This is an optimization exercise on Yosys and OpenROAD, whose aim is small area, a short achievable clock period and few clock cycles per item, not a production implementation.
RTL that was checked went through simulation tests only; none was proved equivalent to the original.
No activity file was given, so power comes from the tool's default toggle rates.

==> try-nickel: inputs <==
// muldiv_unit
module muldiv_unit #(
    parameter int XLEN       = 32,
    parameter int MUL_STAGES = 2
) (
    input  logic            clk,
    input  logic            reset,
    input  logic            flush,
    input  logic            in_valid,
    output logic            in_ready,
    input  logic [2:0]      op,
    input  logic [XLEN-1:0] operand_1,
    input  logic [XLEN-1:0] operand_2,
    output logic            out_valid,
    input  logic            out_ready,
    output logic [XLEN-1:0] result,
    output logic            zero,
    output logic            busy
);
==> flow/config.mk <==
export PLATFORM = sky130hd
export DESIGN_NAME = muldiv_unit
export DESIGN_NICKNAME = muldiv_unit
export VERILOG_FILES = /design/flow/design.v
export SDC_FILE = /design/flow/constraint.sdc
export NUM_CORES = 4
export LEC_CHECK = 0
export CAP_MARGIN = 20
export CORE_MARGIN = 2
export CORE_UTILIZATION = 40
export SLEW_MARGIN = 20
==> flow/constraint.sdc <==
create_clock -name core_clock -period 11.0 [get_ports {clk}]
set_input_delay 2.2000 -clock core_clock [delete_from_list [all_inputs] [get_ports {clk}]]
set_output_delay 2.2000 -clock core_clock [all_outputs]
set_load 0.01 [all_outputs]
standard.sh (not shown) runs the stock make flow with config.mk's settings and CLKGATE_MAP_FILE= SYNTH_SCRIPT=/design/flow/synth_recipe.tcl, a recipe that flattens the netlist after the stock synthesis.
==> flow/flow/run.sh <==
#!/bin/bash
# Standard ORFS layout (the standard.sh, unchanged synthesis), with
# port buffers of a real drive strength and timing repair aimed below the
# clock period so the achieved period shrinks. Constraints are the standard flow's.
# flow/knobs.txt holds extra make variables, one per line.
set -euo pipefail
mapfile -t KNOBS < <(grep -v '^#' flow/knobs.txt | grep -v '^$')
bash standard.sh \
  "BUFFER_PORTS_ARGS=-buffer_cell sky130_fd_sc_hd__buf_4" \
  "${KNOBS[@]}" \
  finish > flow_make.log 2>&1
==> flow/flow/knobs.txt <==
SETUP_SLACK_MARGIN=6.8
TNS_END_PERCENT=10
==> try-yarrow (differences from try-nickel) <==
--- a/flow/design.v
+++ b/flow/design.v
@@ -14,15 +14,14 @@
     input  logic            out_ready,
     output logic [XLEN-1:0] result,
     output logic            zero,
     output logic            busy
 );
     localparam int W = XLEN + 4;
     logic            r_idle;
-    logic            r_ld;       
     logic            r_busy;
     logic            r_valid;
     logic            r_zero;
     logic            p_prep;     
     logic            p_div;      
     logic            p_corr;     
     logic            p_neg;      
@@ -83,119 +82,105 @@
     wire       bz = (operand_2 == '0);
     logic [5:0] r_la;
     logic [5:0] r_lb;
     logic       r_pa;
     logic       r_pb;
     wire [6:0] jd = {1'b0, r_lb} - {1'b0, r_la} + {6'd0, r_pa} - {6'd0, r_pb};
     wire       sc = jd[6] | r_bzero;
-    function automatic logic [W-1:0] ks_add(input logic [W-1:0] x,
-                                            input logic [W-1:0] y,
-                                            input logic         ci);
-        logic [W:0] g;
-        logic [W:0] p;
-        logic [W:0] g2;
-        logic [W:0] p2;
-        g = {x & y, ci};
-        p = {x ^ y, 1'b0};
-        for (int d = 1; d <= W; d = d * 2) begin
-            g2 = g;
-            p2 = p;
-            for (int i = 0; i <= W; i++)
-                if (i >= d) begin
-                    g2[i] = g[i] | (p[i] & g[i-d]);
-                    p2[i] = p[i] & p[i-d];
-                end
-            g = g2;
-            p = p2;
-        end
-        ks_add = x ^ y ^ g[W-1:0];
-    endfunction
     logic        c_a0;       
     logic        c_bzp;      
     logic        c_bzn;      
     logic        c_bz2p;     
     logic        c_bz2n;     
     logic        c_byp;      
     logic        c_byn;      
     logic        c_bxn;      
     logic        c_inv;      
     logic        c_czp;      
     logic        c_czn;      
     logic        c_cz2p;     
     logic        c_cz2n;     
     logic        c_cinv;     
-    logic        x_sum;      
-    logic        x_quo;      
-    logic        x_sh;       
-    logic        x_mlo;      
+    logic        c_ash;      
+    logic        r_rsy;      
+    logic        r_rshi;     
     wire [W-1:0] z_ext = {{(W-XLEN-1){r_z[XLEN]}}, r_z};
-    wire [W-1:0] add_a = c_a0 ? '0 : r_x;
+    wire [W-1:0] add_a = c_a0 ? '0 : (c_ash ? {{4{r_x[W-1]}}, r_x[W-1:4]} : r_x);
     wire [W-1:0] src_z  = z_ext;
     wire [W-1:0] src_z2 = {z_ext[W-2:0], 1'b0};
     wire [W-1:0] src_y  = {{(W-XLEN){r_aneg}}, r_y};
     wire [W-1:0] src_z4 = {z_ext[W-3:0], 2'b00};
     wire [W-1:0] src_z8 = {z_ext[W-4:0], 3'b000};
     wire [W-1:0] pp0   = ({W{c_bzp}}  & src_z)  | ({W{c_bzn}}  & ~src_z)
                        | ({W{c_bz2p}} & src_z2) | ({W{c_bz2n}} & ~src_z2)
                        | ({W{c_byp}}  & src_y)  | ({W{c_byn}}  & ~src_y)
                        | ({W{c_bxn}}  & ~r_x);
     wire [W-1:0] pp1   = ({W{c_czp}}  & src_z4) | ({W{c_czn}}  & ~src_z4)
                        | ({W{c_cz2p}} & src_z8) | ({W{c_cz2n}} & ~src_z8);
     wire [W-1:0] cs_s  = add_a ^ pp0 ^ pp1;
     wire [W-1:0] cs_c  = {(add_a[W-2:0] & pp0[W-2:0]) | (add_a[W-2:0] & pp1[W-2:0])
                           | (pp0[W-2:0] & pp1[W-2:0]), c_inv};
-    wire [W-1:0] sum   = ks_add(cs_s, cs_c, c_cinv);
+    wire [W-1:0] sum   = cs_s + cs_c + {{(W-1){1'b0}}, c_cinv};
     wire [W-1:0] zt = cs_s ^ cs_c;
     wire [W-1:0] zk = cs_s | cs_c;
     wire [W-1:1] zok = ~(zt[W-1:1] ^ zk[W-2:0]);
     wire [4:0]   zlow = {1'b0, cs_s[3:0]} + {1'b0, cs_c[3:0]} + {4'd0, c_cinv};
     wire         sum_lo_zero = (zt[0] == c_cinv) & (&zok[XLEN-1:1]);
     wire         sum_hi_zero = (zt[4] == zlow[4]) & (&zok[W-1:5]);
     wire q = ~sum[W-1];
     wire x_zero = (r_x[XLEN-1:0] == '0);
+    wire y_zero = (r_y == '0);
     wire [XLEN-1:0] y_quo = {r_y[XLEN-2:0] & {(XLEN-1){~r_first}}, q};
     logic fin;
     logic zf;
+    logic fsy;
+    logic fshi;
     always_comb begin
-        fin = 1'b0;
-        zf  = 1'b0;
+        fin  = 1'b0;
+        zf   = 1'b0;
+        fsy  = 1'b0;
+        fshi = 1'b0;
         if (p_prep & sc) begin
             fin = 1'b1;
-            zf  = r_rem ? (r_y == '0) : ~r_bzero;
+            fsy = 1'b1;
+            zf  = r_rem ? y_zero : ~r_bzero;
         end
         if (p_div & r_last & ~r_rem & ~r_qneg) begin
             fin = 1'b1;
+            fsy = 1'b1;
             zf  = (y_quo[XLEN-1:1] == '0) & ~q;
         end
         if (p_mul & r_last & r_mlo) begin
             fin = 1'b1;
+            fsy = 1'b1;
             zf  = (r_y[XLEN-1:4] == '0) & (sum[3:0] == 4'b0000);
         end
         if (p_mul & r_last & ~r_mlo & ~r_mhu) begin
-            fin = 1'b1;
-            zf  = sum_hi_zero;
+            fin  = 1'b1;
+            fshi = 1'b1;
+            zf   = sum_hi_zero;
         end
         if (p_div & r_last & r_rem & q & ~r_aneg) begin
             fin = 1'b1;
             zf  = sum_lo_zero;
         end
         if ((p_corr & ~r_aneg) | p_mfix) begin
             fin = 1'b1;
             zf  = sum_lo_zero;
         end
         if (p_neg) begin
             fin = 1'b1;
-            zf  = x_zero;
+            zf  = r_rem ? x_zero : y_zero;
         end
     end
-    always_ff @(posedge clk or posedge reset) begin
-        if (reset)
-            r_ld <= 1'b1;
-        else
-            r_ld <= ~(~flush & ((r_ld & in_valid) | (~r_ld & ~(r_valid & out_ready))));
+    always_ff @(posedge clk) begin
+        if (fin) begin
+            r_rsy  <= fsy;
+            r_rshi <= fshi;
+        end
     end
     always_ff @(posedge clk or posedge reset) begin
         if (reset) begin
             r_idle  <= 1'b1;
             r_busy  <= 1'b0;
             r_valid <= 1'b0;
             r_zero  <= 1'b0;
@@ -237,15 +222,15 @@
         n_cnt   = r_cnt;
         n_bone  = r_bone;
         n_btwo  = r_btwo;
         n_bsub  = r_bsub;
         n_cone  = r_cone;
         n_ctwo  = r_ctwo;
         n_csub  = r_csub;
-        if (r_ld) begin
+        if (r_idle) begin
             n_prep = op[2];
             n_mul  = ~op[2];
             n_cnt  = 5'd7;
             n_last = 1'b0;
             n_bone = operand_1[0];
             n_btwo = operand_1[1] & ~operand_1[0];
             n_bsub = operand_1[1];
@@ -290,18 +275,18 @@
                     n_mfix = r_mhu;
                 end else begin
                     n_mul = 1'b1;
                 end
             end
         end
     end
-    wire n_rem  = r_ld ? (op[2] & op[1]) : r_rem;
-    wire n_mlo  = r_ld ? (op == 3'b000) : r_mlo;
-    wire n_aneg = r_ld ? (op[2] & ~op[0] & operand_1[XLEN-1]) : r_aneg;
-    wire n_bneg = r_ld ? (op[2] & ~op[0] & operand_2[XLEN-1]) : r_bneg;
+    wire n_rem  = r_idle ? (op[2] & op[1]) : r_rem;
+    wire n_mlo  = r_idle ? (op == 3'b000) : r_mlo;
+    wire n_aneg = r_idle ? (op[2] & ~op[0] & operand_1[XLEN-1]) : r_aneg;
+    wire n_bneg = r_idle ? (op[2] & ~op[0] & operand_2[XLEN-1]) : r_bneg;
     always_ff @(posedge clk) begin
         p_prep  <= n_prep;
         p_div   <= n_div;
         p_corr  <= n_corr;
         p_neg   <= n_neg;
         p_mul   <= n_mul;
         p_mfix  <= n_mfix;
@@ -314,68 +299,57 @@
         r_cone  <= n_cone;
         r_ctwo  <= n_ctwo;
         r_csub  <= n_csub;
         r_rem   <= n_rem;
         r_mlo   <= n_mlo;
         r_aneg  <= n_aneg;
         r_bneg  <= n_bneg;
-        if (r_ld)
+        if (r_idle)
             r_mhu <= (op == 3'b011) & operand_1[XLEN-1];
         r_la    <= la;
         r_lb    <= lb;
         r_pa    <= pa;
         r_pb    <= pb;
         r_bzero <= bz;
-        if (r_ld)
+        if (r_idle)
             r_qneg <= in_aneg ^ in_bneg;
         r_first <= p_prep;
-        c_a0   <= n_prep | n_neg | r_ld;
+        c_a0   <= n_prep | n_neg | r_idle;
         c_bzp  <= (n_div & ~n_ninv) | (n_corr & ~n_bneg) | n_mfix | (n_mul & n_bone & ~n_bsub);
         c_bzn  <= (n_div & n_ninv) | (n_corr & n_bneg) | (n_mul & n_bone & n_bsub);
         c_bz2p <= n_mul & n_btwo & ~n_bsub;
         c_bz2n <= n_mul & n_btwo & n_bsub;
         c_byp  <= n_prep & ~n_aneg;
-        c_byn  <= n_prep & n_aneg;
-        c_bxn  <= n_neg;
+        c_byn  <= (n_prep & n_aneg) | (n_neg & ~n_rem);
+        c_bxn  <= n_neg & n_rem;
         c_inv  <= (n_prep & n_aneg) | (n_div & n_ninv) | (n_corr & n_bneg) | n_neg
                 | (n_mul & n_bsub);
         c_czp  <= n_mul & n_cone & ~n_csub;
         c_czn  <= n_mul & n_cone & n_csub;
         c_cz2p <= n_mul & n_ctwo & ~n_csub;
         c_cz2n <= n_mul & n_ctwo & n_csub;
         c_cinv <= n_mul & n_csub;
-        x_sum  <= n_prep | (n_div & ~(n_last & ~n_rem)) | n_corr | n_neg | n_mfix;
-        x_quo  <= n_div & n_last & ~n_rem;
-        x_sh   <= n_mul & ~(n_last & n_mlo);
-        x_mlo  <= n_mul & n_last & n_mlo;
+        c_ash  <= n_mul | n_mfix;
     end
-    wire x_sc = p_prep & sc;
     always_ff @(posedge clk) begin
-        if (x_sc)
-            r_x <= {{(W-XLEN){1'b0}}, r_rem ? r_y : {XLEN{r_bzero}}};
-        else if (x_sum)
-            r_x <= sum;
-        else if (x_quo)
-            r_x <= {{(W-XLEN){1'b0}}, y_quo};
-        else if (x_sh)
-            r_x <= {{4{sum[W-1]}}, sum[W-1:4]};
-        else if (x_mlo)
-            r_x <= {{(W-XLEN){1'b0}}, sum[3:0], r_y[XLEN-1:4]};
-        if (r_ld)
+        r_x <= sum;
+        if (r_idle)
             r_y <= operand_1;
+        else if (p_prep & sc & ~r_rem)
+            r_y <= {XLEN{r_bzero}};
         else if (p_div)
             r_y <= y_quo;
         else if (p_mul)
             r_y <= {sum[3:0], r_y[XLEN-1:4]};
-        if (r_ld)
+        if (r_idle)
             r_z <= {((op == 3'b001) | (op[2] & ~op[0])) & operand_2[XLEN-1], operand_2};
         else if (p_prep)
             r_z <= r_z << jd[4:0];
         else if (p_div & ~r_last)
             r_z <= {r_z[XLEN], r_z[XLEN:1]};
     end
     assign in_ready  = r_idle;
     assign busy      = r_busy;
     assign out_valid = r_valid;
-    assign result    = r_x[XLEN-1:0];
+    assign result    = r_rsy ? r_y : (r_rshi ? r_x[W-1:4] : r_x[XLEN-1:0]);
     assign zero      = r_zero;
 endmodule
==> flow/flow/run.sh (replaced) <==
#!/bin/bash
# Standard ORFS layout (the standard.sh, unchanged synthesis), with
# port buffers of a real drive strength and timing repair aimed below the
# clock period so the achieved period shrinks. Constraints are the standard flow's.
# flow/knobs.txt holds extra make variables, one per line.
set -euo pipefail
mapfile -t KNOBS < <(grep -v '^#' flow/knobs.txt | grep -v '^$')
bash standard.sh \
  "BUFFER_PORTS_ARGS=-buffer_cell sky130_fd_sc_hd__buf_2" \
  "${KNOBS[@]}" \
  finish > flow_make.log 2>&1
==> flow/flow/knobs.txt (replaced) <==
SETUP_SLACK_MARGIN=6.8
TNS_END_PERCENT=10
CTS_BUF_LIST=sky130_fd_sc_hd__clkbuf_8
CAP_MARGIN=10
SLEW_MARGIN=10
- ABC_AREA: not set -> 1
==> comparison table <==
quantity                                                                               try-nickel                 try-yarrow
Instance count on the critical path                                                            14                          4
Met2 track utilization from global routing                                                  46.7%                      50.2%
Dominant register cell in the synthesized netlist                       sky130_fd_sc_hd__edfxtp_1   sky130_fd_sc_hd__dfxtp_1
Maximum number of pins on one net before global-route repair                                   72                         75
Combinational group power                                                                 3290 µW                    3460 µW
Cell internal pwr                                                                         2510 µW                    2240 µW
Path depth of the worst reg2reg path                                                           14                         16
Share of layout cells above drive strength 1                                                20.7%                      14.3%
Total number of multi-input combinational cells                                             1,776                      1,893
WP buf/inv                                                                                      0                          2
Weighted congestion at the end of routability-driven global placement                       0.991                       1.00
Result of the run                                                        timing/DRC/antenna clean   timing/DRC/antenna clean
Drt wl/cell                                                                               25.7 µm                    22.8 µm
Period minus WS final                                                                     4.44 ns                    4.33 ns
Post-CTS Resized                                                                              148                         24
Met3 Track Usage GR                                                                         6.17%                      5.61%
Setup crit end                                                                             r_zero                  result[4]
Post-Place Setup Slack                                                                    5.73 ns                    6.21 ns
Clk root buf                                                           sky130_fd_sc_hd__clkbuf_16  sky130_fd_sc_hd__clkbuf_8
Average via count per standard cell                                                          6.31                       5.97
Testbench counts of try-yarrow, summed over its fixed seeds: cycles 44,162, ops 4,800.
For try-nickel, only the layout was checked, not whether the RTL still works.

========
==> job 5393 <==
Another version of the RTL of muldiv_unit (not shown whole).
export LEC_CHECK = 0
export CAP_MARGIN = 20
export CORE_MARGIN = 2
export CORE_UTILIZATION = 40
export SLEW_MARGIN = 20
create_clock -name core_clock -period 11.0 [get_ports {clk}]
==> flow/flow/run.sh <==
#!/bin/bash
# Standard ORFS layout (the standard.sh, unchanged synthesis), with
# port buffers of a real drive strength and timing repair aimed below the
# clock period so the achieved period shrinks. Constraints are the standard flow's.
set -euo pipefail
MARGIN=$(cat flow/margin.txt)
bash standard.sh \
  "SETUP_SLACK_MARGIN=${MARGIN}" \
  "BUFFER_PORTS_ARGS=-buffer_cell sky130_fd_sc_hd__buf_4" \
  finish > flow_make.log 2>&1
==> flow/flow/margin.txt <==
7.5
==> inputs of job 4193, as changes to job 5393 <==
==> flow/design.v (replaced) <==
module muldiv_unit #(
    parameter int XLEN       = 32,
    parameter int MUL_STAGES = 2
) (
    input  logic            clk,
    input  logic            reset,
    input  logic            flush,
    input  logic            in_valid,
    output logic            in_ready,
    input  logic [2:0]      op,
    input  logic [XLEN-1:0] operand_1,
    input  logic [XLEN-1:0] operand_2,
    output logic            out_valid,
    input  logic            out_ready,
    output logic [XLEN-1:0] result,
    output logic            zero,
    output logic            busy
);
    localparam int W = XLEN + 4;
    logic            r_idle;
    logic            r_busy;
    logic            r_valid;
    logic            r_zero;
    logic            p_prep;     
    logic            p_div;      
    logic            p_corr;     
    logic            p_neg;      
    logic            p_mul;      
    logic            p_mfix;     
    logic            r_rem;      
    logic            r_mlo;      
    logic            r_mhu;      
    logic            r_aneg;     
    logic            r_bneg;     
    logic            r_qneg;     
    logic            r_bzero;    
    logic            r_first;    
    logic            r_last;     
    logic [4:0]      r_cnt;      
    logic            r_bone;     
    logic            r_btwo;     
    logic            r_bsub;     
    logic            r_cone;     
    logic            r_ctwo;     
    logic            r_csub;     
    logic            r_ninv;     
    logic [W-1:0]    r_x;        
    logic [XLEN-1:0] r_y;        
    logic [XLEN:0]   r_z;        
    function automatic logic [5:0] lzc32(input logic [31:0] v);
        logic [15:0] zf1; logic [15:0] c1;
        logic [7:0]  zf2; logic [15:0] c2;
        logic [3:0]  zf3; logic [11:0] c3;
        logic [1:0]  zf4; logic [7:0]  c4;
        logic        zf5; logic [4:0]  c5;
        for (int i = 0; i < 16; i++) begin
            zf1[i] = ~v[2*i+1] & ~v[2*i];
            c1[i]  = ~v[2*i+1];
        end
        for (int i = 0; i < 8; i++) begin
            zf2[i]     = zf1[2*i+1] & zf1[2*i];
            c2[2*i+:2] = zf1[2*i+1] ? {1'b1, c1[2*i]} : {1'b0, c1[2*i+1]};
        end
        for (int i = 0; i < 4; i++) begin
            zf3[i]     = zf2[2*i+1] & zf2[2*i];
            c3[3*i+:3] = zf2[2*i+1] ? {1'b1, c2[2*(2*i)+:2]} : {1'b0, c2[2*(2*i+1)+:2]};
        end
        for (int i = 0; i < 2; i++) begin
            zf4[i]     = zf3[2*i+1] & zf3[2*i];
            c4[4*i+:4] = zf3[2*i+1] ? {1'b1, c3[3*(2*i)+:3]} : {1'b0, c3[3*(2*i+1)+:3]};
        end
        zf5 = zf4[1] & zf4[0];
        c5  = zf4[1] ? {1'b1, c4[3:0]} : {1'b0, c4[7:4]};
        lzc32 = zf5 ? 6'd32 : {1'b0, c5};
    endfunction
    wire       in_aneg = op[2] & ~op[0] & operand_1[XLEN-1];
    wire       in_bneg = op[2] & ~op[0] & operand_2[XLEN-1];
    wire       pa = in_aneg & (&(~operand_1[XLEN-2:0] | operand_1[XLEN-1:1]));
    wire       pb = in_bneg & (&(~operand_2[XLEN-2:0] | operand_2[XLEN-1:1]));
    wire [5:0] la = lzc32(in_aneg ? ~operand_1 : operand_1);
    wire [5:0] lb = lzc32(in_bneg ? ~operand_2 : operand_2);
    wire       bz = (operand_2 == '0);
    logic [5:0] r_la;
    logic [5:0] r_lb;
    logic       r_pa;
    logic       r_pb;
    wire [6:0] jd = {1'b0, r_lb} - {1'b0, r_la} + {6'd0, r_pa} - {6'd0, r_pb};
    wire       sc = jd[6] | r_bzero;
    logic        c_a0;       
    logic        c_bzp;      
    logic        c_bzn;      
    logic        c_bz2p;     
    logic        c_bz2n;     
    logic        c_byp;      
    logic        c_byn;      
    logic        c_bxn;      
    logic        c_inv;      
    logic        c_czp;      
    logic        c_czn;      
    logic        c_cz2p;     
    logic        c_cz2n;     
    logic        c_cinv;     
    logic        x_sum;      
    logic        x_quo;      
    logic        x_sh;       
    logic        x_mlo;      
    wire [W-1:0] z_ext = {{(W-XLEN-1){r_z[XLEN]}}, r_z};
    wire [W-1:0] add_a = c_a0 ? '0 : r_x;
    wire [W-1:0] src_z  = z_ext;
    wire [W-1:0] src_z2 = {z_ext[W-2:0], 1'b0};
    wire [W-1:0] src_y  = {{(W-XLEN){r_aneg}}, r_y};
    wire [W-1:0] src_z4 = {z_ext[W-3:0], 2'b00};
    wire [W-1:0] src_z8 = {z_ext[W-4:0], 3'b000};
    wire [W-1:0] pp0   = ({W{c_bzp}}  & src_z)  | ({W{c_bzn}}  & ~src_z)
                       | ({W{c_bz2p}} & src_z2) | ({W{c_bz2n}} & ~src_z2)
                       | ({W{c_byp}}  & src_y)  | ({W{c_byn}}  & ~src_y)
                       | ({W{c_bxn}}  & ~r_x);
    wire [W-1:0] pp1   = ({W{c_czp}}  & src_z4) | ({W{c_czn}}  & ~src_z4)
                       | ({W{c_cz2p}} & src_z8) | ({W{c_cz2n}} & ~src_z8);
    wire [W-1:0] cs_s  = add_a ^ pp0 ^ pp1;
    wire [W-1:0] cs_c  = {(add_a[W-2:0] & pp0[W-2:0]) | (add_a[W-2:0] & pp1[W-2:0])
                          | (pp0[W-2:0] & pp1[W-2:0]), c_inv};
    wire [W-1:0] sum   = cs_s + cs_c + {{(W-1){1'b0}}, c_cinv};
    wire [W-1:0] zt = cs_s ^ cs_c;
    wire [W-1:0] zk = cs_s | cs_c;
    wire [W-1:1] zok = ~(zt[W-1:1] ^ zk[W-2:0]);
    wire [4:0]   zlow = {1'b0, cs_s[3:0]} + {1'b0, cs_c[3:0]} + {4'd0, c_cinv};
    wire         sum_lo_zero = (zt[0] == c_cinv) & (&zok[XLEN-1:1]);
    wire         sum_hi_zero = (zt[4] == zlow[4]) & (&zok[W-1:5]);
    wire q = ~sum[W-1];
    wire x_zero = (r_x[XLEN-1:0] == '0);
    wire [XLEN-1:0] y_quo = {r_y[XLEN-2:0] & {(XLEN-1){~r_first}}, q};
    logic fin;
    logic zf;
    always_comb begin
        fin = 1'b0;
        zf  = 1'b0;
        if (p_prep & sc) begin
            fin = 1'b1;
            zf  = r_rem ? (r_y == '0) : ~r_bzero;
        end
        if (p_div & r_last & ~r_rem & ~r_qneg) begin
            fin = 1'b1;
            zf  = (y_quo[XLEN-1:1] == '0) & ~q;
        end
        if (p_mul & r_last & r_mlo) begin
            fin = 1'b1;
            zf  = (r_y[XLEN-1:4] == '0) & (sum[3:0] == 4'b0000);
        end
        if (p_mul & r_last & ~r_mlo & ~r_mhu) begin
            fin = 1'b1;
            zf  = sum_hi_zero;
        end
        if (p_div & r_last & r_rem & q & ~r_aneg) begin
            fin = 1'b1;
            zf  = sum_lo_zero;
        end
        if ((p_corr & ~r_aneg) | p_mfix) begin
            fin = 1'b1;
            zf  = sum_lo_zero;
        end
        if (p_neg) begin
            fin = 1'b1;
            zf  = x_zero;
        end
    end
    always_ff @(posedge clk or posedge reset) begin
        if (reset) begin
            r_idle  <= 1'b1;
            r_busy  <= 1'b0;
            r_valid <= 1'b0;
            r_zero  <= 1'b0;
        end else if (flush) begin
            r_idle  <= 1'b1;
            r_busy  <= 1'b0;
            r_valid <= 1'b0;
            r_zero  <= 1'b0;
        end else if (r_idle) begin
            if (in_valid) begin
                r_idle <= 1'b0;
                r_busy <= 1'b1;
            end
        end else if (r_valid) begin
            if (out_ready) begin
                r_idle  <= 1'b1;
                r_busy  <= 1'b0;
                r_valid <= 1'b0;
                r_zero  <= 1'b0;
            end
        end else if (fin) begin
            r_valid <= 1'b1;
            r_zero  <= zf;
        end
    end
    logic       n_prep, n_div, n_corr, n_neg, n_mul, n_mfix;
    logic       n_last, n_ninv;
    logic       n_bone, n_btwo, n_bsub, n_cone, n_ctwo, n_csub;
    logic [4:0] n_cnt;
    always_comb begin
        n_prep  = 1'b0;
        n_div   = 1'b0;
        n_corr  = 1'b0;
        n_neg   = 1'b0;
        n_mul   = 1'b0;
        n_mfix  = 1'b0;
        n_last  = r_last;
        n_ninv  = r_ninv;
        n_cnt   = r_cnt;
        n_bone  = r_bone;
        n_btwo  = r_btwo;
        n_bsub  = r_bsub;
        n_cone  = r_cone;
        n_ctwo  = r_ctwo;
        n_csub  = r_csub;
        if (r_idle) begin
            n_prep = op[2];
            n_mul  = ~op[2];
            n_cnt  = 5'd7;
            n_last = 1'b0;
            n_bone = operand_1[0];
            n_btwo = operand_1[1] & ~operand_1[0];
            n_bsub = operand_1[1];
            n_cone = operand_1[2] ^ operand_1[1];
            n_ctwo = (operand_1[3:1] == 3'b100) | (operand_1[3:1] == 3'b011);
            n_csub = operand_1[3] & ~(operand_1[2] & operand_1[1]);
        end else begin
            if (p_prep) begin
                n_ninv = ~r_bneg;
                n_div  = ~sc;
                n_cnt  = jd[4:0];
                n_last = (jd[4:0] == 5'd0);
            end
            if (p_div) begin
                n_cnt  = r_cnt - 5'd1;
                n_last = (r_cnt == 5'd1);
                n_ninv = q ^ r_bneg;
                if (r_last) begin
                    if (r_rem) begin
                        n_corr = ~q;
                        n_neg  = q & r_aneg;
                    end else begin
                        n_neg  = r_qneg;
                    end
                end else begin
                    n_div = 1'b1;
                end
            end
            if (p_corr) begin
                n_neg  = r_aneg;
            end
            if (p_mul) begin
                n_cnt  = r_cnt - 5'd1;
                n_last = (r_cnt == 5'd1);
                n_bone = r_y[4] ^ r_y[3];
                n_btwo = (r_y[5:3] == 3'b100) | (r_y[5:3] == 3'b011);
                n_bsub = r_y[5] & ~(r_y[4] & r_y[3]);
                n_cone = r_y[6] ^ r_y[5];
                n_ctwo = (r_y[7:5] == 3'b100) | (r_y[7:5] == 3'b011);
                n_csub = r_y[7] & ~(r_y[6] & r_y[5]);
                if (r_last) begin
                    n_mfix = r_mhu;
                end else begin
                    n_mul = 1'b1;
                end
            end
        end
    end
    wire n_rem  = r_idle ? (op[2] & op[1]) : r_rem;
    wire n_mlo  = r_idle ? (op == 3'b000) : r_mlo;
    wire n_aneg = r_idle ? (op[2] & ~op[0] & operand_1[XLEN-1]) : r_aneg;
    wire n_bneg = r_idle ? (op[2] & ~op[0] & operand_2[XLEN-1]) : r_bneg;
    always_ff @(posedge clk) begin
        p_prep  <= n_prep;
        p_div   <= n_div;
        p_corr  <= n_corr;
        p_neg   <= n_neg;
        p_mul   <= n_mul;
        p_mfix  <= n_mfix;
        r_last  <= n_last;
        r_ninv  <= n_ninv;
        r_cnt   <= n_cnt;
        r_bone  <= n_bone;
        r_btwo  <= n_btwo;
        r_bsub  <= n_bsub;
        r_cone  <= n_cone;
        r_ctwo  <= n_ctwo;
        r_csub  <= n_csub;
        r_rem   <= n_rem;
        r_mlo   <= n_mlo;
        r_aneg  <= n_aneg;
        r_bneg  <= n_bneg;
        if (r_idle)
            r_mhu <= (op == 3'b011) & operand_1[XLEN-1];
        r_la    <= la;
        r_lb    <= lb;
        r_pa    <= pa;
        r_pb    <= pb;
        r_bzero <= bz;
        if (r_idle)
            r_qneg <= in_aneg ^ in_bneg;
        r_first <= p_prep;
        c_a0   <= n_prep | n_neg | r_idle;
        c_bzp  <= (n_div & ~n_ninv) | (n_corr & ~n_bneg) | n_mfix | (n_mul & n_bone & ~n_bsub);
        c_bzn  <= (n_div & n_ninv) | (n_corr & n_bneg) | (n_mul & n_bone & n_bsub);
        c_bz2p <= n_mul & n_btwo & ~n_bsub;
        c_bz2n <= n_mul & n_btwo & n_bsub;
        c_byp  <= n_prep & ~n_aneg;
        c_byn  <= n_prep & n_aneg;
        c_bxn  <= n_neg;
        c_inv  <= (n_prep & n_aneg) | (n_div & n_ninv) | (n_corr & n_bneg) | n_neg
                | (n_mul & n_bsub);
        c_czp  <= n_mul & n_cone & ~n_csub;
        c_czn  <= n_mul & n_cone & n_csub;
        c_cz2p <= n_mul & n_ctwo & ~n_csub;
        c_cz2n <= n_mul & n_ctwo & n_csub;
        c_cinv <= n_mul & n_csub;
        x_sum  <= n_prep | (n_div & ~(n_last & ~n_rem)) | n_corr | n_neg | n_mfix;
        x_quo  <= n_div & n_last & ~n_rem;
        x_sh   <= n_mul & ~(n_last & n_mlo);
        x_mlo  <= n_mul & n_last & n_mlo;
    end
    wire x_sc = p_prep & sc;
    always_ff @(posedge clk) begin
        if (x_sc)
            r_x <= {{(W-XLEN){1'b0}}, r_rem ? r_y : {XLEN{r_bzero}}};
        else if (x_sum)
            r_x <= sum;
        else if (x_quo)
            r_x <= {{(W-XLEN){1'b0}}, y_quo};
        else if (x_sh)
            r_x <= {{4{sum[W-1]}}, sum[W-1:4]};
        else if (x_mlo)
            r_x <= {{(W-XLEN){1'b0}}, sum[3:0], r_y[XLEN-1:4]};
        if (r_idle)
            r_y <= operand_1;
        else if (p_div)
            r_y <= y_quo;
        else if (p_mul)
            r_y <= {sum[3:0], r_y[XLEN-1:4]};
        if (r_idle)
            r_z <= {((op == 3'b001) | (op[2] & ~op[0])) & operand_2[XLEN-1], operand_2};
        else if (p_prep)
            r_z <= r_z << jd[4:0];
        else if (p_div & ~r_last)
            r_z <= {r_z[XLEN], r_z[XLEN:1]};
    end
    assign in_ready  = r_idle;
    assign busy      = r_busy;
    assign out_valid = r_valid;
    assign result    = r_x[XLEN-1:0];
    assign zero      = r_zero;
endmodule
==> flow/flow/run.sh (replaced) <==
#!/bin/bash
# Standard ORFS layout (the standard.sh, unchanged synthesis), with
# port buffers of a real drive strength and timing repair aimed below the
# clock period so the achieved period shrinks. Constraints are the standard flow's.
# flow/knobs.txt holds extra make variables, one per line.
set -euo pipefail
mapfile -t KNOBS < <(grep -v '^#' flow/knobs.txt | grep -v '^$')
bash standard.sh \
  "BUFFER_PORTS_ARGS=-buffer_cell sky130_fd_sc_hd__buf_4" \
  "${KNOBS[@]}" \
  finish > flow_make.log 2>&1
==> flow/flow/knobs.txt (new file) <==
SETUP_SLACK_MARGIN=7.5
removed: flow/flow/margin.txt
==> inputs of job 2765, as changes to job 5393 <==
--- a/flow/design.v
+++ b/flow/design.v
@@ -12,15 +12,15 @@
     input  logic [XLEN-1:0] operand_2,
     output logic            out_valid,
     input  logic            out_ready,
     output logic [XLEN-1:0] result,
     output logic            zero,
     output logic            busy
 );
-    localparam int W = XLEN + 4;
+    localparam int W = XLEN + 2;
     logic            r_idle;
     logic            r_busy;
     logic            r_valid;
     logic            r_zero;
     logic            p_prep;     
     logic            p_align;    
     logic            p_div;      
@@ -37,17 +37,14 @@
     logic            r_qneg;     
     logic            r_bzero;    
     logic            r_last;     
     logic [4:0]      r_cnt;      
     logic            r_bone;     
     logic            r_btwo;     
     logic            r_bsub;     
-    logic            r_cone;     
-    logic            r_ctwo;     
-    logic            r_csub;     
     logic            r_ninv;     
     logic [W-1:0]    r_x;        
     logic [XLEN-1:0] r_y;        
     logic [XLEN:0]   r_z;        
     function automatic logic [5:0] lzc32(input logic [31:0] v);
         logic [15:0] zf1; logic [15:0] c1;
         logic [7:0]  zf2; logic [15:0] c2;
@@ -87,35 +84,25 @@
     wire       sc = jd[6] | r_bzero;
     logic        c_a0;       
     logic        c_bz;       
     logic        c_bz2;      
     logic        c_by;       
     logic        c_bx;       
     logic        c_inv;      
-    logic        c_cz;       
-    logic        c_cz2;      
-    logic        c_cinv;     
     logic        x_sum;      
     logic        x_quo;      
     logic        x_sh;       
     logic        x_mlo;      
     wire [W-1:0] z_ext = {{(W-XLEN-1){r_z[XLEN]}}, r_z};
     wire [W-1:0] add_a = c_a0 ? '0 : r_x;
     wire [W-1:0] add_b = ({W{c_bz}}  & z_ext)
                        | ({W{c_bz2}} & {z_ext[W-2:0], 1'b0})
                        | ({W{c_by}}  & {{(W-XLEN){r_aneg}}, r_y})
                        | ({W{c_bx}}  & r_x);
-    wire [W-1:0] add_c = ({W{c_cz}}  & {z_ext[W-3:0], 2'b00})
-                       | ({W{c_cz2}} & {z_ext[W-4:0], 3'b000});
-    wire [W-1:0] pp0   = add_b ^ {W{c_inv}};
-    wire [W-1:0] pp1   = add_c ^ {W{c_cinv}};
-    wire [W-1:0] cs_s  = add_a ^ pp0 ^ pp1;
-    wire [W-1:0] cs_c  = {(add_a[W-2:0] & pp0[W-2:0]) | (add_a[W-2:0] & pp1[W-2:0])
-                          | (pp0[W-2:0] & pp1[W-2:0]), c_inv};
-    wire [W-1:0] sum   = cs_s + cs_c + {{(W-1){1'b0}}, c_cinv};
+    wire [W-1:0] sum   = add_a + (add_b ^ {W{c_inv}}) + {{(W-1){1'b0}}, c_inv};
     wire q = ~sum[W-1];
     wire x_zero = (r_x[XLEN-1:0] == '0);
     logic fin;
     logic zf;
     always_comb begin
         fin = 1'b0;
         zf  = 1'b0;
@@ -125,15 +112,15 @@
         end
         if (p_div & r_last & ~r_rem & ~r_qneg) begin
             fin = 1'b1;
             zf  = (r_y[XLEN-2:0] == '0) & ~q;
         end
         if (p_mul & r_last & r_mlo) begin
             fin = 1'b1;
-            zf  = (r_y[XLEN-1:4] == '0) & (sum[3:0] == 4'b0000);
+            zf  = (r_y[XLEN-1:2] == '0) & (sum[1:0] == 2'b00);
         end
         if (p_neg | p_zchk) begin
             fin = 1'b1;
             zf  = x_zero;
         end
     end
     always_ff @(posedge clk or posedge reset) begin
@@ -162,15 +149,15 @@
         end else if (fin) begin
             r_valid <= 1'b1;
             r_zero  <= zf;
         end
     end
     logic       n_prep, n_align, n_div, n_corr, n_neg, n_mul, n_mfix, n_zchk;
     logic       n_last, n_ninv;
-    logic       n_bone, n_btwo, n_bsub, n_cone, n_ctwo, n_csub;
+    logic       n_bone, n_btwo, n_bsub;
     logic [4:0] n_cnt;
     always_comb begin
         n_prep  = 1'b0;
         n_align = 1'b0;
         n_div   = 1'b0;
         n_corr  = 1'b0;
         n_neg   = 1'b0;
@@ -179,28 +166,22 @@
         n_zchk  = 1'b0;
         n_last  = r_last;
         n_ninv  = r_ninv;
         n_cnt   = r_cnt;
         n_bone  = r_bone;
         n_btwo  = r_btwo;
         n_bsub  = r_bsub;
-        n_cone  = r_cone;
-        n_ctwo  = r_ctwo;
-        n_csub  = r_csub;
         if (r_idle) begin
             n_prep = op[2];
             n_mul  = ~op[2];
-            n_cnt  = 5'd7;
+            n_cnt  = 5'd15;
             n_last = 1'b0;
             n_bone = operand_1[0];
             n_btwo = operand_1[1] & ~operand_1[0];
             n_bsub = operand_1[1];
-            n_cone = operand_1[2] ^ operand_1[1];
-            n_ctwo = (operand_1[3:1] == 3'b100) | (operand_1[3:1] == 3'b011);
-            n_csub = operand_1[3] & ~(operand_1[2] & operand_1[1]);
         end else begin
             if (p_prep) begin
                 n_align = 1'b1;
                 n_ninv  = ~r_bneg;
             end
             if (p_align) begin
                 n_div  = ~sc;
@@ -226,20 +207,17 @@
             if (p_corr) begin
                 n_neg  = r_aneg;
                 n_zchk = ~r_aneg;
             end
             if (p_mul) begin
                 n_cnt  = r_cnt - 5'd1;
                 n_last = (r_cnt == 5'd1);
-                n_bone = r_y[4] ^ r_y[3];
-                n_btwo = (r_y[5:3] == 3'b100) | (r_y[5:3] == 3'b011);
-                n_bsub = r_y[5] & ~(r_y[4] & r_y[3]);
-                n_cone = r_y[6] ^ r_y[5];
-                n_ctwo = (r_y[7:5] == 3'b100) | (r_y[7:5] == 3'b011);
-                n_csub = r_y[7] & ~(r_y[6] & r_y[5]);
+                n_bone = r_y[2] ^ r_y[1];
+                n_btwo = (r_y[3:1] == 3'b100) | (r_y[3:1] == 3'b011);
+                n_bsub = r_y[3] & ~(r_y[2] & r_y[1]);
                 if (r_last) begin
                     n_mfix = r_mhu;
                     n_zchk = ~r_mhu & ~r_mlo;
                 end else begin
                     n_mul = 1'b1;
                 end
             end
@@ -262,17 +240,14 @@
         p_zchk  <= n_zchk;
         r_last  <= n_last;
         r_ninv  <= n_ninv;
         r_cnt   <= n_cnt;
         r_bone  <= n_bone;
         r_btwo  <= n_btwo;
         r_bsub  <= n_bsub;
-        r_cone  <= n_cone;
-        r_ctwo  <= n_ctwo;
-        r_csub  <= n_csub;
         r_rem   <= n_rem;
         r_mlo   <= n_mlo;
         r_aneg  <= n_aneg;
         r_bneg  <= n_bneg;
         if (r_idle)
             r_mhu <= (op == 3'b011) & operand_1[XLEN-1];
         if (p_prep) begin
@@ -286,42 +261,39 @@
         c_a0   <= n_prep | n_neg | r_idle;
         c_bz   <= n_div | n_corr | n_mfix | (n_mul & n_bone);
         c_bz2  <= n_mul & n_btwo;
         c_by   <= n_prep;
         c_bx   <= n_neg;
         c_inv  <= (n_prep & n_aneg) | (n_div & n_ninv) | (n_corr & n_bneg) | n_neg
                 | (n_mul & n_bsub);
-        c_cz   <= n_mul & n_cone;
-        c_cz2  <= n_mul & n_ctwo;
-        c_cinv <= n_mul & n_csub;
         x_sum  <= n_prep | (n_div & ~(n_last & ~n_rem)) | n_corr | n_neg | n_mfix;
         x_quo  <= n_div & n_last & ~n_rem;
         x_sh   <= n_mul & ~(n_last & n_mlo);
         x_mlo  <= n_mul & n_last & n_mlo;
     end
     wire x_sc = p_align & sc;
     always_ff @(posedge clk) begin
         if (x_sum)
             r_x <= sum;
         else if (x_quo)
             r_x <= {{(W-XLEN){1'b0}}, r_y[XLEN-2:0], q};
         else if (x_sh)
-            r_x <= {{4{sum[W-1]}}, sum[W-1:4]};
+            r_x <= {{2{sum[W-1]}}, sum[W-1:2]};
         else if (x_mlo)
-            r_x <= {{(W-XLEN){1'b0}}, sum[3:0], r_y[XLEN-1:4]};
+            r_x <= {{(W-XLEN){1'b0}}, sum[1:0], r_y[XLEN-1:2]};
         else if (x_sc)
             r_x <= {{(W-XLEN){1'b0}}, r_rem ? r_y : {XLEN{r_bzero}}};
         if (r_idle)
             r_y <= operand_1;
         else if (p_align)
             r_y <= '0;
         else if (p_div)
             r_y <= {r_y[XLEN-2:0], q};
         else if (p_mul)
-            r_y <= {sum[3:0], r_y[XLEN-1:4]};
+            r_y <= {sum[1:0], r_y[XLEN-1:2]};
         if (r_idle)
             r_z <= {((op == 3'b001) | (op[2] & ~op[0])) & operand_2[XLEN-1], operand_2};
         else if (p_align)
             r_z <= r_z << jd[4:0];
         else if (p_div & ~r_last)
             r_z <= {r_z[XLEN], r_z[XLEN:1]};
     end
==> impl_summary.log <==
[metrics] die outline width: 218.3 µm
[metrics] status: complete, but fails checks
[metrics] wire length of the first global-routing pass: 117.7 mm
[metrics] max-cap violations: 1
[metrics] final-report max-slew violation count: 7
[metrics] layout violations: capacitance limit, slew limit
(the above is from job 4193)
==> impl_summary.log <==
[metrics] max-cap violations: 0
[metrics] detailed placement HPWL: 47.25 mm
[metrics] Buffers excl. clock: 354
[metrics] wire length of the first global-routing pass: 107.4 mm
[metrics] status: finished clean
(the above is from job 5393)
==> impl_summary.log <==
[metrics] uppermost routed layer: met4
[metrics] status: finished clean
[metrics] final-report max-slew violation count: 0
[metrics] count of buffers from port buffering: 107
[metrics] worst-margin pin slew: 1.199 ns
(the above is from job 2765)
Testbench counts of job 5393, summed over its fixed seeds: cycles 48,886, ops 4,800.
For job 4193 and job 2765, only the layout was checked, not whether the RTL still works.

-- port drivers added, routing unchanged --
Ports are ideal in the flow. The routed layouts listed here were re-timed in OpenROAD. Step 1: set_driving_cell puts a clkbuf_16 on clk and a buf_2 on each other input, an assumption about the parent block. Step 2 adds t to the input delays and takes it off the output delays; t is the mean of the earliest and latest rising clock arrival at the registers after step 1. Input paths then give back, and output paths get back, about the clock's delay inside the block. Three values: ideal ports, drivers, drivers and shift; two values: the first two.
run	t, ns	slack for setup (ns)	worst setup path after step 2	worst register clock-pin slew, ns	worst slew at a driven data input, ns
try-nickel	0.510	6.555 / 6.555 / 6.299	input to register	0.08 / 0.08	0.04
try-yarrow	0.587	6.669 / 6.613 / 6.246	input to register	0.11 / 0.11	0.05
job 5393	0.550	6.702 / 6.702 / 6.702	register to register	0.08 / 0.08	0.05
job 4193	0.508	6.462 / 6.462 / 6.462	register to register	0.08 / 0.08	0.05
job 2765	0.514	7.118 / 7.118 / 7.118	register to register	0.08 / 0.08	0.05
For try-yarrow, which loses most, drivers alone change the setup slack by -0.056 ns; drivers and shift together by -0.423 ns.
